From an optimization exercise on the open Yosys and OpenROAD flow, aimed at small area, a short achievable clock period and few clock cycles per item; shortcuts taken in it are not production practice.
At most, simulation tests tie the RTL to the original design; equivalence was not proved.
No functional check of the RTL was part of run 1.

## flow/design.v (module list and top-level ports; edited modules follow where they fit)
// module fpu_pipe_unit: 1834 lines
module fpu_pipe_unit #(
    parameter int EXP_W = 8,
    parameter int MAN_W = 23,
    parameter int TAG_W = 4
) (
    input  logic                 clk,
    input  logic                 rst_n,
    input  logic                 in_valid,
    output logic                 in_ready,
    input  logic [1:0]           in_op,
    input  logic [EXP_W+MAN_W:0] in_a,
    input  logic [EXP_W+MAN_W:0] in_b,
    input  logic [TAG_W-1:0]     in_tag,
    output logic                 out_valid,
    input  logic                 out_ready,
    output logic [EXP_W+MAN_W:0] out_y,
    output logic [TAG_W-1:0]     out_tag,
    output logic [3:0]           out_flags,
    output logic [3:0]           sticky,
    input  logic                 sticky_clr
);
  // ...
==> flow/run.sh <==
#!/bin/bash
# synth_recipe.tcl (not shown) runs the flow's synth.tcl, then flattens the netlist and writes it again
# the make line also repeats each setting of config.mk as NAME=value (left out here)
make -C /OpenROAD-flow-scripts/flow DESIGN_CONFIG=/design/flow/config.mk WORK_HOME=/design/flow/orfs CLKGATE_MAP_FILE= SYNTH_SCRIPT=/design/flow/synth_recipe.tcl finish
==> flow/config.mk <==
export PLATFORM = sky130hd
export DESIGN_NAME = fpu_pipe_unit
export DESIGN_NICKNAME = fpu_pipe_unit
export VERILOG_FILES = /design/flow/design.v
export SDC_FILE = /design/flow/constraint.sdc
export NUM_CORES = 4
export LEC_CHECK = 0
export ABC_AREA = 1
export CAP_MARGIN = 20
export CORE_MARGIN = 2
export CORE_UTILIZATION = 40
export SETUP_SLACK_MARGIN = 3
export SLEW_MARGIN = 20
==> flow/constraint.sdc <==
create_clock -name core_clock -period 14.0 [get_ports {clk}]
set_input_delay 2.8000 -clock core_clock [delete_from_list [all_inputs] [get_ports {clk}]]
set_output_delay 2.8000 -clock core_clock [all_outputs]
set_load 0.01 [all_outputs]
==> run notes, run 1 <==
worst hold endpoint sticky_q[3]; grt met3 use 0.0459; min-delay src sticky_q[3]; Crit Path Class in2reg; commonest non-fill, non-tap cells in the layout 709 x nand2_1, 590 x inv_1, 340 x nand3_1; initial core utilization 0.406; Critical R2R Launch r_sum[1]; Syn Std Cell Area 0.0268 mm²; DRT iter0 DRCs 3291; Die X 263 µm; Yosys cell types 76; highest metal used met4; CP delay by family, top adder cells; CTS tree yes; DR WL met2 46.3 mm; Reg-to-Reg End sticky_q[0]; synthesized area per cell 6.72 µm²; 1st-pass router iterations 6; Die ar. 0.0690 mm²; Rel. slew slack 0.273; port bufs 120; met2 usage 0.467; status complete, no violations; fmax 96.4 MHz; share of cells above drive strength 1 0.0467; Simple-Gate Fraction of Synth Area 0.242
==> run 2, diff against run 1 <==
--- a/flow/design.v
+++ b/flow/design.v
@@ -18,17 +18,16 @@
     output logic [3:0]           out_flags,
     output logic [3:0]           sticky,
     input  logic                 sticky_clr
 );
     localparam int FW  = 1 + EXP_W + MAN_W;
     localparam int SW  = MAN_W + 4;           
     localparam int PW  = 2 * MAN_W + 2;
     localparam int EW  = EXP_W + 2;
-    localparam int LZW = $clog2(SW);
     localparam logic signed [EW-1:0] BIAS = EW'((1 << (EXP_W - 1)) - 1);
     localparam logic signed [EW-1:0] EMAX = EW'((1 << EXP_W) - 1);
     localparam logic signed [EW-1:0] EMIN = EW'(1);
     localparam logic [1:0] OP_SUB = 2'b01;
     localparam logic [1:0] OP_MUL = 2'b10;
     logic out_v_q, stall;
     assign stall     = out_v_q && !out_ready;
     assign in_ready  = !stall;
@@ -1770,60 +1769,113 @@
                 r_sum <= sum;
             end
         end
     end
     always_ff @(posedge clk or negedge rst_n) begin
         if (!rst_n) out_v_q <= 1'b0;
         else        out_v_q <= stall | in_valid;
     end
-    logic [LZW-1:0]       lz;
-    logic [SW-1:0]        nm;
-    logic signed [EW-1:0] e_n, e_r;
-    logic                 g_bit, rs_bit, up, inx;
-    logic [MAN_W:0]       frc;
+    logic [SW:0]          R;
+    logic                 rnd_path;
+    logic [MAN_W-1:0]     rm, frc_r;
+    logic                 r_lsb, r_g, r_s, up, inx, cy;
+    logic signed [EW-1:0] e_r;
+    assign R        = r_sum;
+    assign rnd_path = R[SW] | R[SW-1] | R[SW-2];
     always_comb begin
-        lz = '0;
-        for (int i = 0; i < SW; i++)
-            if (r_sum[i]) lz = LZW'(SW - 1 - i);
+        if (R[SW]) begin
+            rm = R[SW-1:4];  r_lsb = R[4]; r_g = R[3]; r_s = |R[2:0];
+        end else if (R[SW-1]) begin
+            rm = R[SW-2:3];  r_lsb = R[3]; r_g = R[2]; r_s = |R[1:0];
+        end else begin
+            rm = R[SW-3:2];  r_lsb = R[2]; r_g = R[1]; r_s = R[0];
+        end
     end
+    logic [MAN_W-1:0]     rm_inc;
+    logic signed [EW-1:0] ex_lo, ex_hi;
+    logic                 ovf_lo, ovf_hi, unf_lo, unf_hi, ovf, unf;
+    assign up     = r_g && (r_s || r_lsb);
+    assign inx    = r_g || r_s;
+    assign rm_inc = rm + 1'b1;
+    assign cy     = up && (&rm);
+    assign frc_r  = up ? rm_inc : rm;
     always_comb begin
-        if (r_sum[SW]) begin
-            nm  = {r_sum[SW:2], r_sum[1] | r_sum[0]};
-            e_n = $signed(r_exp) + EMIN;
-        end else begin
-            nm  = r_sum[SW-1:0] << lz;
-            e_n = $signed(r_exp) - $signed(EW'(lz));
+        if (R[SW])        begin ex_lo = $signed(r_exp) + EW'(1); ex_hi = $signed(r_exp) + EW'(2); end
+        else if (R[SW-1]) begin ex_lo = $signed(r_exp);          ex_hi = $signed(r_exp) + EW'(1); end
+        else              begin ex_lo = $signed(r_exp) - EW'(1); ex_hi = $signed(r_exp);          end
+    end
+    assign ovf_lo = (ex_lo >= EMAX);
+    assign ovf_hi = (ex_hi >= EMAX);
+    assign unf_lo = (ex_lo < EMIN);
+    assign unf_hi = (ex_hi < EMIN);
+    assign e_r    = cy ? ex_hi : ex_lo;
+    assign ovf    = cy ? ovf_hi : ovf_lo;
+    assign unf    = cy ? unf_hi : unf_lo;
+    localparam int LW = 32;
+    logic [LW-1:0]        lzin;
+    logic [4:0]           lzk;
+    logic [SW-3:0]        T;
+    logic signed [EW-1:0] e_s;
+    assign lzin = {R[SW-3:0], {(LW-SW+2){1'b1}}};
+    logic [LW-1:0]   lv0;
+    logic [LW/2-1:0] lv1; logic [LW/2-1:0][0:0] lc1;
+    logic [LW/4-1:0] lv2; logic [LW/4-1:0][1:0] lc2;
+    logic [LW/8-1:0] lv3; logic [LW/8-1:0][2:0] lc3;
+    logic [LW/16-1:0] lv4; logic [LW/16-1:0][3:0] lc4;
+    always_comb begin
+        lv0 = lzin;
+        for (int i = 0; i < LW/2; i++) begin
+            lv1[i] = lv0[2*i+1] | lv0[2*i];
+            lc1[i] = ~lv0[2*i+1];
         end
+        for (int i = 0; i < LW/4; i++) begin
+            lv2[i] = lv1[2*i+1] | lv1[2*i];
+            lc2[i] = lv1[2*i+1] ? {1'b0, lc1[2*i+1]} : {1'b1, lc1[2*i]};
+        end
+        for (int i = 0; i < LW/8; i++) begin
+            lv3[i] = lv2[2*i+1] | lv2[2*i];
+            lc3[i] = lv2[2*i+1] ? {1'b0, lc2[2*i+1]} : {1'b1, lc2[2*i]};
+        end
+        for (int i = 0; i < LW/16; i++) begin
+            lv4[i] = lv3[2*i+1] | lv3[2*i];
+            lc4[i] = lv3[2*i+1] ? {1'b0, lc3[2*i+1]} : {1'b1, lc3[2*i]};
+        end
+        lzk    = lv4[1] ? {1'b0, lc4[1]} : {1'b1, lc4[0]};
     end
-    assign g_bit  = nm[2];
-    assign rs_bit = nm[1] | nm[0];
-    assign up     = g_bit && (rs_bit || nm[3]);
-    assign inx    = g_bit || rs_bit;
-    assign frc    = {1'b0, nm[SW-2:3]} + {{MAN_W{1'b0}}, up};
-    assign e_r    = e_n + $signed({{(EW-1){1'b0}}, frc[MAN_W]});
+    logic lz_any_d;
+    assign lz_any_d = |R[SW-3:0];
+    assign T   = R[SW-3:0] << lzk;
+    assign e_s = $signed(r_exp) - $signed(EW'(lzk)) - $signed(EW'(2));
     logic [FW-1:0] y;
     logic [3:0]    flg;
     always_comb begin
         y   = '0;
         flg = '0;
         if (r_spec) begin
             y   = r_nan ? '1 : {r_sgn, r_inf ? {EXP_W{1'b1}} : {EXP_W{1'b0}}, {MAN_W{1'b0}}};
             flg = {r_nv, 3'b000};
-        end else if (!nm[SW-1]) begin
+        end else if (rnd_path) begin
+            if (ovf) begin
+                y   = {r_sgn, {EXP_W{1'b1}}, {MAN_W{1'b0}}};
+                flg = 4'b0101;
+            end else if (unf) begin
+                y   = {r_sgn, {(FW-1){1'b0}}};
+                flg = 4'b0011;
+            end else begin
+                y   = {r_sgn, e_r[EXP_W-1:0], frc_r};
+                flg = {3'b000, inx};
+            end
+        end else if (!lz_any_d) begin
             y   = '0;
-        end else if (e_r >= EMAX) begin
-            y   = {r_sgn, {EXP_W{1'b1}}, {MAN_W{1'b0}}};
-            flg = 4'b0101;
-        end else if (e_r < EMIN) begin
+        end else if (e_s < EMIN) begin
             y   = {r_sgn, {(FW-1){1'b0}}};
             flg = 4'b0011;
         end else begin
-            y   = {r_sgn, e_r[EXP_W-1:0], frc[MAN_W-1:0]};
-            flg = {3'b000, inx};
+            y   = {r_sgn, e_s[EXP_W-1:0], T[SW-4:1]};
         end
     end
     assign out_y     = y;
     assign out_tag   = r_tag;
     assign out_flags = flg;
     logic [3:0] sticky_q;
     always_ff @(posedge clk or negedge rst_n) begin
         if (!rst_n)                    sticky_q <= '0;
==> flow/flow/run.sh (new file) <==
#!/bin/bash
# Own layout flow:
#  1. the standard synthesis, unchanged (standard.sh, up to 1_2_yosys.v);
#  2. flow/fa_polarity.py removes inverters around full-adder cells of that
#     netlist (a full adder is self-dual); registers and ports are untouched;
#  3. the rest of the standard ORFS flow on that netlist, with plain
#     buf_2 cells as the port buffers.
# Each step's full output goes to a log file of its own in this folder.
set -euo pipefail
here=$(pwd)
res="$here/orfs/results/$FLOW_PLATFORM/fpu_pipe_unit/base"
bash standard.sh "$res/1_2_yosys.v" > "$here/flow_synth.log" 2>&1
cp "$res/1_2_yosys.v" "$here/1_2_yosys_standard.v"
python3 "$here/flow/fa_polarity.py" "$here/1_2_yosys_standard.v" "$res/1_2_yosys.v" > "$here/flow_polarity.log" 2>&1
touch "$res/1_2_yosys.v"
bash standard.sh \
    "BUFFER_PORTS_ARGS=-buffer_cell sky130_fd_sc_hd__buf_2" \
    finish > "$here/flow_layout.log" 2>&1
==> flow/flow/fa_polarity.py (new file) <==
#!/usr/bin/env python3
"""Remove inverters around full-adder cells of a flat gate-level netlist.

A full adder is self-dual: FA(~a, ~b, ~c) = (~sum, ~cout). Flipping an adder
(feeding it the complements of its inputs and treating its outputs as the
complements of the old ones) removes inverters on its inputs and outputs and
may need new ones elsewhere; an adder is flipped only when that saves
inverters. Registers, ports and every other cell are left as they are.

usage: fa_polarity.py IN.v OUT.v
"""
import re
import sys
from collections import defaultdict

src = open(sys.argv[1]).read()
m_start = src.index("module ")
m_end = src.rindex("endmodule")
body = src[m_start:m_end]

inst_re = re.compile(r"^(\s*)(sky130_fd_sc_hd__\w+)\s+(\S+)\s*\((.*?)\);\s*$", re.S | re.M)
pin_re = re.compile(r"\.(\w+)\(\s*(.*?)\s*\)(?:,|\s*$)", re.S)

head_end = None
insts = {}          # name -> [type, {pin: net}]
order = []
for m in inst_re.finditer(body):
    if head_end is None:
        head_end = m.start()
    typ, name, pins = m.group(2), m.group(3), m.group(4)
    pm = {}
    for p, n in re.findall(r"\.(\w+)\(([^()]*)\)", pins):
        pm[p] = n.strip()
    insts[name] = [typ, pm]
    order.append(name)
header = body[:head_end]
tail = body[inst_re.search(body[::1], 0) and 0:]  # unused

# ports: nets named in the module header port list or declared input/output
port_nets = set()
for m in re.finditer(r"^\s*(input|output)\s+(\[[^\]]*\]\s*)?(\S+);", header, re.M):
    port_nets.add(m.group(3))

OUT_PINS = {"X", "Y", "Q", "Q_N", "SUM", "COUT", "HI", "LO"}

def base_net(n):
    return re.sub(r"\s*\[\d+\]$", "", n.lstrip("\\").strip())

def is_port(n):
    return base_net(n) in port_nets or n.lstrip("\\").split("[")[0].strip() in port_nets

def is_inv(name):
    return "__inv_" in insts[name][0] or "__clkinv_" in insts[name][0]

def is_fa(name):
    return insts[name][0].startswith("sky130_fd_sc_hd__fa_")

drv = {}
loads = defaultdict(set)
def rebuild():
    drv.clear(); loads.clear()
    for name, (typ, pm) in insts.items():
        for p, n in pm.items():
            if p in OUT_PINS:
                drv[n] = (name, p)
            else:
                loads[n].add((name, p))
rebuild()

counter = [0]
new_wires = []
def new_net():
    counter[0] += 1
    n = f"_fapol_n{counter[0]}_"
    new_wires.append(n)
    return n
def new_inv(a, y):
    counter[0] += 1
    name = f"_fapol_i{counter[0]}_"
    insts[name] = ["sky130_fd_sc_hd__inv_1", {"A": a, "Y": y}]
    order.append(name)
    drv[y] = (name, "Y")
    loads[a].add((name, "A"))
    return name
def del_inst(name):
    typ, pm = insts.pop(name)
    for p, n in pm.items():
        if p in OUT_PINS:
            drv.pop(n, None)
        else:
            loads[n].discard((name, p))
def connect(name, pin, net):
    old = insts[name][1][pin]
    if pin in OUT_PINS:
        drv.pop(old, None); drv[net] = (name, pin)
    else:
        loads[old].discard((name, pin)); loads[net].add((name, pin))
    insts[name][1][pin] = net

def inv_driver(n):
    d = drv.get(n)
    if d and d[0] in insts and is_inv(d[0]):
        return d[0]
    return None
def existing_inv_of(n):
    for (l, p) in loads[n]:
        if is_inv(l):
            return l
    return None

def gain(f):
    g = 0
    pm = insts[f][1]
    for p in ("A", "B", "CIN"):
        n = pm[p]
        i = inv_driver(n)
        if i is not None:
            others = [x for x in loads[n] if x != (f, p)]
            if not others and not is_port(n):
                g += 1
        elif existing_inv_of(n) is None:
            g -= 1
    for q in ("SUM", "COUT"):
        n = pm[q]
        if is_port(n):
            return -99
        plain = False
        for (l, p) in loads[n]:
            if is_inv(l) and not is_port(insts[l][1]["Y"]):
                g += 1
            else:
                plain = True
        if plain:
            g -= 1
    return g

def flip(f):
    pm = insts[f][1]
    for p in ("A", "B", "CIN"):
        n = pm[p]
        i = inv_driver(n)
        if i is not None:
            connect(f, p, insts[i][1]["A"])
            if not loads[n] and not is_port(n):
                del_inst(i)
        else:
            e = existing_inv_of(n)
            if e is not None:
                connect(f, p, insts[e][1]["Y"])
            else:
                y = new_net()
                new_inv(n, y)
                connect(f, p, y)
    for q in ("SUM", "COUT"):
        n = pm[q]
        nn = new_net()
        connect(f, q, nn)          # f now drives nn = ~n
        plain = []
        for (l, p) in list(loads[n]):
            if is_inv(l) and not is_port(insts[l][1]["Y"]):
                z = insts[l][1]["Y"]
                del_inst(l)
                for (l2, p2) in list(loads[z]):
                    connect(l2, p2, nn)
            else:
                plain.append((l, p))
        if plain:
            new_inv(nn, n)

before = sum(1 for n in insts if is_inv(n))
changed = True
passes = 0
while changed and passes < 50:
    changed = False
    passes += 1
    for f in list(order):
        if f in insts and is_fa(f) and gain(f) > 0:
            flip(f)
            changed = True
after = sum(1 for n in insts if is_inv(n))

# write out: header (with new wire declarations) + instances
out = [src[:m_start], header.rstrip("\n"), "\n"]
for w in new_wires:
    used = w in drv or loads.get(w)
    if used:
        out.append(f"  wire {w};\n")
for name in order:
    if name not in insts:
        continue
    typ, pm = insts[name]
    conns = ",\n".join(f"    .{p}({n}{' ' if n.startswith(chr(92)) else ''})" for p, n in pm.items())
    out.append(f"  {typ} {name} (\n{conns}\n  );\n")
out.append(src[m_end:])
open(sys.argv[2], "w").write("".join(out))
sys.stderr.write(f"fa_polarity: inverters {before} -> {after} in {passes} passes\n")
==> flow/standard.sh (new file) <==
#!/bin/bash
# synth_recipe.tcl (not shown) runs the flow's synth.tcl, then flattens the netlist and writes it again
# the make line also repeats each setting of config.mk as NAME=value (left out here)
make -C /OpenROAD-flow-scripts/flow DESIGN_CONFIG=/design/flow/config.mk WORK_HOME=/design/flow/orfs CLKGATE_MAP_FILE= SYNTH_SCRIPT=/design/flow/synth_recipe.tcl "${@:-finish}"
==> flow/config.mk (replaced) <==
export PLATFORM = sky130hd
export DESIGN_NAME = fpu_pipe_unit
export DESIGN_NICKNAME = fpu_pipe_unit
export VERILOG_FILES = /design/flow/design.v
export SDC_FILE = /design/flow/constraint.sdc
export NUM_CORES = 4
export LEC_CHECK = 0
export ABC_AREA = 1
export CAP_MARGIN = 20
export CORE_MARGIN = 2
export CORE_UTILIZATION = 40
export SETUP_SLACK_MARGIN = 4
export SLEW_MARGIN = 20
removed: flow/run.sh
==> run notes, run 2 <==
status complete, no violations (unchanged); RSZ-0062 raised after global routing yes (unchanged); Fin. Hold Viols 0 (unchanged); Rows 95 (was 94); via count 29300 (was 28100); Post-CTS Hold Fix Bufs 0 (unchanged); most flop-heavy register r_sum (unchanged); synthesized area per cell 6.66 µm² (was 6.72 µm²); biggest regs r_sum x28, r_exp x10 (unchanged); Finished Layout Cells 4919 (was 4826); fmax 104 MHz (was 96.4 MHz); Tmin final 9.65 ns (was 10.38 ns); post-DP HPWL 86.5 mm (was 83.0 mm); clock tree buffer depth 2 (unchanged); CTS tree yes (unchanged); Final Wtd Congestion 1.02 (was 1.01); Die X 264 µm (was 263 µm); WHS 0.501 ns (was 0.510 ns); CP Launch Point in_b[21] (was in_b[0]); R2R setup slack 8.59 ns (was 7.19 ns); global-route wire length before repair 170 mm (was 162 mm); Top Ports 121 (unchanged); Reg-to-Reg End sticky_q[0] (unchanged); commonest non-fill, non-tap cells in the layout 763 x nand2_1, 487 x inv_1, 311 x xor2_1 (was 709 x nand2_1, 590 x inv_1, 340 x nand3_1); largest net degree at the start of global routing 69 (was 72); CP Data Required Time 14.05 ns (was 14.17 ns); clk_skew 0.00727 ns (was 0.00553 ns); antenna cells 0 (unchanged); max_cap viols 0 (unchanged); Avg WL per Cell 23.0 µm (was 22.0 µm); share of cells above drive strength 1 0.0695 (was 0.0467); 1st-pass router iterations 7 (was 6); Syn Std Cell Area 0.0271 mm² (was 0.0268 mm²); syn_nets 4606 (was 4520); Reg2Reg Depth 25 (was 41); commonest non-fill, non-tap cell in the layout nand2_1 (unchanged); DRT iter0 DRCs 3117 (was 3291); Hold Path Stages 2 (unchanged); H-tree depth 2 (unchanged); vias in the first global route 27800 (was 26600); DRC 0 (unchanged); Overflow after GRT 0 (unchanged); Die Height 264 µm (was 263 µm); Core Region 0.0672 mm² (was 0.0660 mm²); total clock buffers created by CTS 5 (unchanged); CTS sink cnt 52 (unchanged); max reg flops 28 (unchanged); Mapped Cells 4070 (was 3987); worst hold endpoint sticky_q[3] (unchanged); clock latency on the worst-skew pair 0.31 ns (about the same); Final Max Tran Viols 0 (unchanged); via-per-instance ratio 5.95 (was 5.83); min-delay src sticky_q[3] (unchanged); worst hold path class reg2reg (unchanged); DRT antenna net count 0 (unchanged); final setup vio count 0 (unchanged); worst-path maximum fanout 23 (was 26); CTS Root Cell clkbuf_16 (unchanged); initial core utilization 0.403 (was 0.406); Tot GR Track Use 0.315 (was 0.299); Slew @ Worst Pin 1.11 ns (was 1.09 ns); Critical R2R Launch r_sum[24] (was r_sum[1]); area grow syn2layout 5.81% (was 7.54%); WL final 113 mm (was 106 mm); final net count 4581 (was 4494); Die ar. 0.0698 mm² (was 0.0690 mm²); Rel. slew slack 0.260 (was 0.273); Setup crit end kind flop (unchanged); initial antenna violation count 0 (unchanged); crit path DAT 9.70 ns (was 10.55 ns); Clock transition at path regs 0.07 ns (was 0.08 ns); fin crit share 0.689 (was 0.741); port bufs 120 (unchanged); Startpoint Class input pin (unchanged); YS warnings 1 (unchanged); dpl cells 4896 (was 4808); Crit Path Class in2reg (unchanged); Fin Setup TNS 0 ns (unchanged)
run 2: final cells by class:
type | count | area, µm²
Clock buffer | 6 | 129
Multi-Input combinational cell | 3257 | 22700
Sequential cell | 52 | 1540
Clock inverter | 2 | 38.8
Timing Repair Buffer | 187 | 1150
Tap cell | 873 | 1090
Fill cell | 7195 | 38500
Timing Repair inverter | 2 | 12.5
Inverter | 540 | 2040
run 2: worst max-delay path by stage:
| stage | to | slack (ns) | depth (start not counted) |
|---|---|---|---|
| after floorplan | r_sum[21] | 5.39 | 25 |
| after global placement | r_sum[25] | 2.92 | 38 |
| after detailed placement | r_sum[25] | 2.71 | 38 |
| after CTS | r_sum[25] | 4.01 | 44 |
| after global routing | r_sum[25] | 3.96 | 46 |
| final | r_sum[24] | 4.35 | 24 |
run 2: per-layer routing:
layer | wire length, µm | global-route usage | part of all wire
met1 | 48500 | 0.439 | 0.43
met2 | 48800 | 0.486 | 0.43
met3 | 11300 | 0.0561 | 0.10
met4 | 4510 | 0.111 | 0.040
met5 | 0 | 0 | 0
run 2: repair_timing:
item / 4_1_cts / 5_1_grt
endpoints found under the setup margin: 22 / 17
buffers inserted: 0 / 9
cloned: 2 / 4
gates resized for setup: 9 / 15
pin swaps: 1 / 3
run 2: worst max-delay path, cell delays in order:
cell and delay (ns):
buf_2 0.58, inv_1 0.14, buf_4 0.27, ha_1 0.25, inv_1 0.75, o22ai_1 0.24
fa_1 0.55, inv_1 0.07, fa_1 0.45, fa_1 0.42, fa_1 0.54, fa_1 0.42
ha_1 0.36, a21oi_1 0.16, inv_1 0.07, a31oi_1 0.12, inv_1 0.08, a21oi_1 0.10
o21ai_0 0.19, a31oi_1 0.21, inv_1 0.09, a21o_1 0.17, o21ai_0 0.53, nand2_1 0.10
run 2: metrics by stage:
| step | instance area [µm²] | util | worst slack, ns |
|---|---|---|---|
| after floorplan | 27100 | - | 5.39 |
| after global placement | 28300 | 0.421 | 2.92 |
| after detailed placement | 28300 | 0.421 | 2.71 |
| after CTS | 28500 | 0.424 | 4.01 |
| after global routing | 28700 | 0.427 | 3.96 |
| final | 28700 | 0.427 | 4.35 |
Testbench counts of run 2, summed over its fixed seeds: cycles 4,008, items 4,000.

[separate check: timing with driven ports]
Ports are ideal in the flow. The routed layouts listed here were re-timed in OpenROAD.
Step 1 sets driving cells, clkbuf_16 on the clock port and buf_2 on the other inputs (assumed; they add their load-dependent delay and slew).
Step 2, shift: input delay + t, output delay - t, t = (earliest + latest rising clock arrival at the registers) / 2. This alone moves slack from input paths to output paths.
Three values: ideal, step 1, step 2; two values: the first two.
run | t (ns) | slack for setup (ns) | latest minus earliest clock arrival (ns)
run 1 | 0.362 | 3.623 / 3.574 / 3.291 | 0.006 / 0.005
run 2 | 0.356 | 4.353 / 4.376 / 4.020 | 0.008 / 0.008
After both steps every run listed still meets setup and hold. For run 2, which loses most, drivers alone change the setup slack by +0.023 ns; drivers and shift together by -0.333 ns.
